What follows belongs to an exercise in optimizing a design on an open flow for small area; a production flow would make more cautious choices. Only simulation tests tie the RTL to the original design; equivalence was not proved. Power and IR drop assume default switching activity.

Setup of tundra:
## synth_top
module synth_top (
   input  logic        clk_100mhz,
   input  logic        sys_rst,
   input  logic [7:0]  keys,
   output logic        spk,
   output logic [15:0] audio_sample,
   output logic [7:0]  active_voices
);
clock: 10.0 ns
lec_check: 0
cap_margin: 20
core_margin: 2
core_utilization: 55
cts_buf_list: sky130_fd_sc_hd__clkbuf_16
cts_cluster_diameter: 100
cts_cluster_size: 20
place_density: 0.8
slew_margin: 20
standard.sh (not shown) runs the stock make flow with config.mk's settings and CLKGATE_MAP_FILE= SYNTH_SCRIPT=/design/flow/synth_recipe.tcl, a recipe that flattens the netlist after the stock synthesis.
==> flow/flow/run.sh <==
#!/bin/bash
# Layout flow: the standard flow, except that synthesis maps the
# logic with an area-oriented ABC script (flow/abc_area2.script) instead
# of the speed script. The registers must come out exactly as the
# standard synthesis makes them; if they do not, the standard synthesis
# is used instead. Every tool's output goes to a log file in this folder.
set -uo pipefail
HERE=$PWD
R=$HERE/orfs/results/$FLOW_PLATFORM/synth_top/base

bash standard.sh synth > std_synth.log 2>&1 || { echo "standard synthesis failed"; exit 1; }
cp "$R/1_2_yosys.v" "$HERE/ref_1_2_yosys.v"

# 2. the same synthesis with the area ABC script
sed "s|log_cmd abc {\*}\$abc_args|log_cmd abc {*}[lreplace \$abc_args 1 1 $HERE/flow/abc_area2.script]|" \
   "$FLOW_HOME/scripts/synth.tcl" > "$HERE/area_synth_core.tcl"
if ! grep -q "abc_area2.script" "$HERE/area_synth_core.tcl"; then
   echo "could not patch synth.tcl; keeping the standard synthesis" > area_synth.log
else
   sed "s|source \$::env(SCRIPTS_DIR)/synth.tcl|source $HERE/area_synth_core.tcl|" \
      "$HERE/synth_recipe.tcl" > "$HERE/area_synth.tcl"
   mkdir -p "$HERE/std_results"
   cp -p "$R"/1_* "$HERE/std_results/"
   rm -f "$R/1_2_yosys.v" "$R/1_2_yosys.sdc" "$R/1_synth.odb" "$R/1_synth.sdc"
   if bash standard.sh SYNTH_SCRIPT="$HERE/area_synth.tcl" synth > area_synth.log 2>&1 \
      && python3 "$HERE/flow/same_regs.py" "$HERE/ref_1_2_yosys.v" "$R/1_2_yosys.v" > same_regs.log 2>&1; then
      echo "using the area synthesis" >> area_synth.log
   else
      echo "registers differ or synthesis failed; restoring the standard synthesis" >> area_synth.log
      rm -f "$R"/1_*
      cp -p "$HERE/std_results/"1_* "$R/"
   fi
fi

# 3. the rest of the standard flow
bash standard.sh finish > std_finish.log 2>&1 || { echo "layout failed"; exit 1; }
==> flow/flow/abc_area2.script <==
&get -n
&st
&dch
&nf -R 1000
&st
&syn2
&dch
&nf -R 1000
&put
topo
stime -c
==> flow/flow/same_regs.py <==
# exit 0 if two gate-level netlists hold the same registers: same
# instance names, each of the same cell type
import re, sys

def regs(path):
    text = open(path).read()
    out = {}
    for cell, name in re.findall(r'^\s*(sky130_fd_sc_hd__\w*df\w*)\s+(\S+)\s*\(', text, re.M):
        out[name] = cell
    return out

a, b = regs(sys.argv[1]), regs(sys.argv[2])
print(len(a), "registers in the reference,", len(b), "in the area synthesis")
if a != b:
    for k in sorted(set(a) | set(b)):
        if a.get(k) != b.get(k):
            print("differs:", k, a.get(k), b.get(k))
    sys.exit(1)
print("same registers")
tundra was carried through to the last stage, and its layout satisfied the timing, DRC and antenna checks.
diff inputs: tundra => quartz
diff --git a/flow/config.mk b/flow/config.mk
--- a/flow/config.mk
+++ b/flow/config.mk
@@ -13,3 +13,2 @@
 export CTS_CLUSTER_SIZE = 20
-export PLACE_DENSITY = 0.8
 export SLEW_MARGIN = 20
Findings:
The lower wire length came out of quartz.
As of quartz, met3 layer wire length in the routed design had fallen by a little under 10% compared to tundra.
Delta (quartz minus tundra): worst-case reg-to-reg path depth moved down, worst path required time moved up, area of all placed cells without fillers level.
Comparing tundra and quartz, the higher worst setup slack is on quartz.
There was hardly any difference in filler-free cell count of the finished design between tundra and quartz.
tundra has a higher global-route met3 utilization than quartz.
Run comparison: quartz worst setup path startpoint u_v4.p[1]; tundra worst setup path startpoint gate[0]
#### Input delta (pepper over quartz)
diff --git a/flow/config.mk b/flow/config.mk
--- a/flow/config.mk
+++ b/flow/config.mk
@@ -7,3 +7,3 @@
 export LEC_CHECK = 0
-export CAP_MARGIN = 20
+export CAP_MARGIN = 10
 export CORE_MARGIN = 2
@@ -13,2 +13,2 @@
 export CTS_CLUSTER_SIZE = 20
-export SLEW_MARGIN = 20
+export SLEW_MARGIN = 10
- On pepper: count of antenna diodes in the layout is 1 higher than what quartz gave.
- Compared with quartz, in pepper total routed wire length on the met1 layer +about 0.4%, met2 routing resource usage after global routing ~0 delta, core utilization ~0 delta.
- | via count | quartz vs pepper | ≈ equal |
- From quartz to pepper the numbers moved as follows: number of global-route vias before repair did not really move; final worst-path cycle share went down.
## Diff of input files: nickel against pepper
==> flow/config.mk <==
export PLATFORM = sky130hd
export DESIGN_NAME = synth_top
export DESIGN_NICKNAME = synth_top
export VERILOG_FILES = /design/flow/design.v
export SDC_FILE = /design/flow/constraint.sdc
export NUM_CORES = 4
export LEC_CHECK = 0
export CAP_MARGIN = 20
export CORE_MARGIN = 2
export CORE_UTILIZATION = 55
export CTS_BUF_LIST = sky130_fd_sc_hd__clkbuf_8
export CTS_CLUSTER_DIAMETER = 50
export CTS_CLUSTER_SIZE = 10
export SLEW_MARGIN = 20
Notes after the runs:
- Per the comparison of nickel with pepper, clock share of power higher; final worst setup slack increased 38 ps; worst reg-to-reg setup slack now sits higher; combinational power stayed essentially flat; clock skew now larger.

[re-timing with driven ports]
No port has a modelled driver above. Below, the same layouts with a new extraction and two added sets of constraints. Step 1, drivers: a clkbuf_16 drives clk_100mhz and a buf_2 each remaining input, both assumed. Step 2 times the ports against the registers' clock, not the clock port: input delays grow and output delays shrink by t, the midpoint of the rising clock arrivals with the driver on. Slacks: ideal ports / drivers / drivers and shift; pairs: ideal ports / drivers.
run | shift t [ns] | setup slack, ns | worst register clock-pin slew, ns | worst data-port slew with drivers (ns)
tundra | 0.732 | 0.434 / 0.434 / 0.434 | 0.09 / 0.09 | 0.05
quartz | 0.749 | 0.544 / 0.544 / 0.544 | 0.09 / 0.09 | 0.04
pepper | 0.750 | 0.567 / 0.567 / 0.567 | 0.09 / 0.09 | 0.04
nickel | 0.895 | 0.604 / 0.604 / 0.604 | 0.07 / 0.07 | 0.04
After both steps every run listed still meets setup and hold.
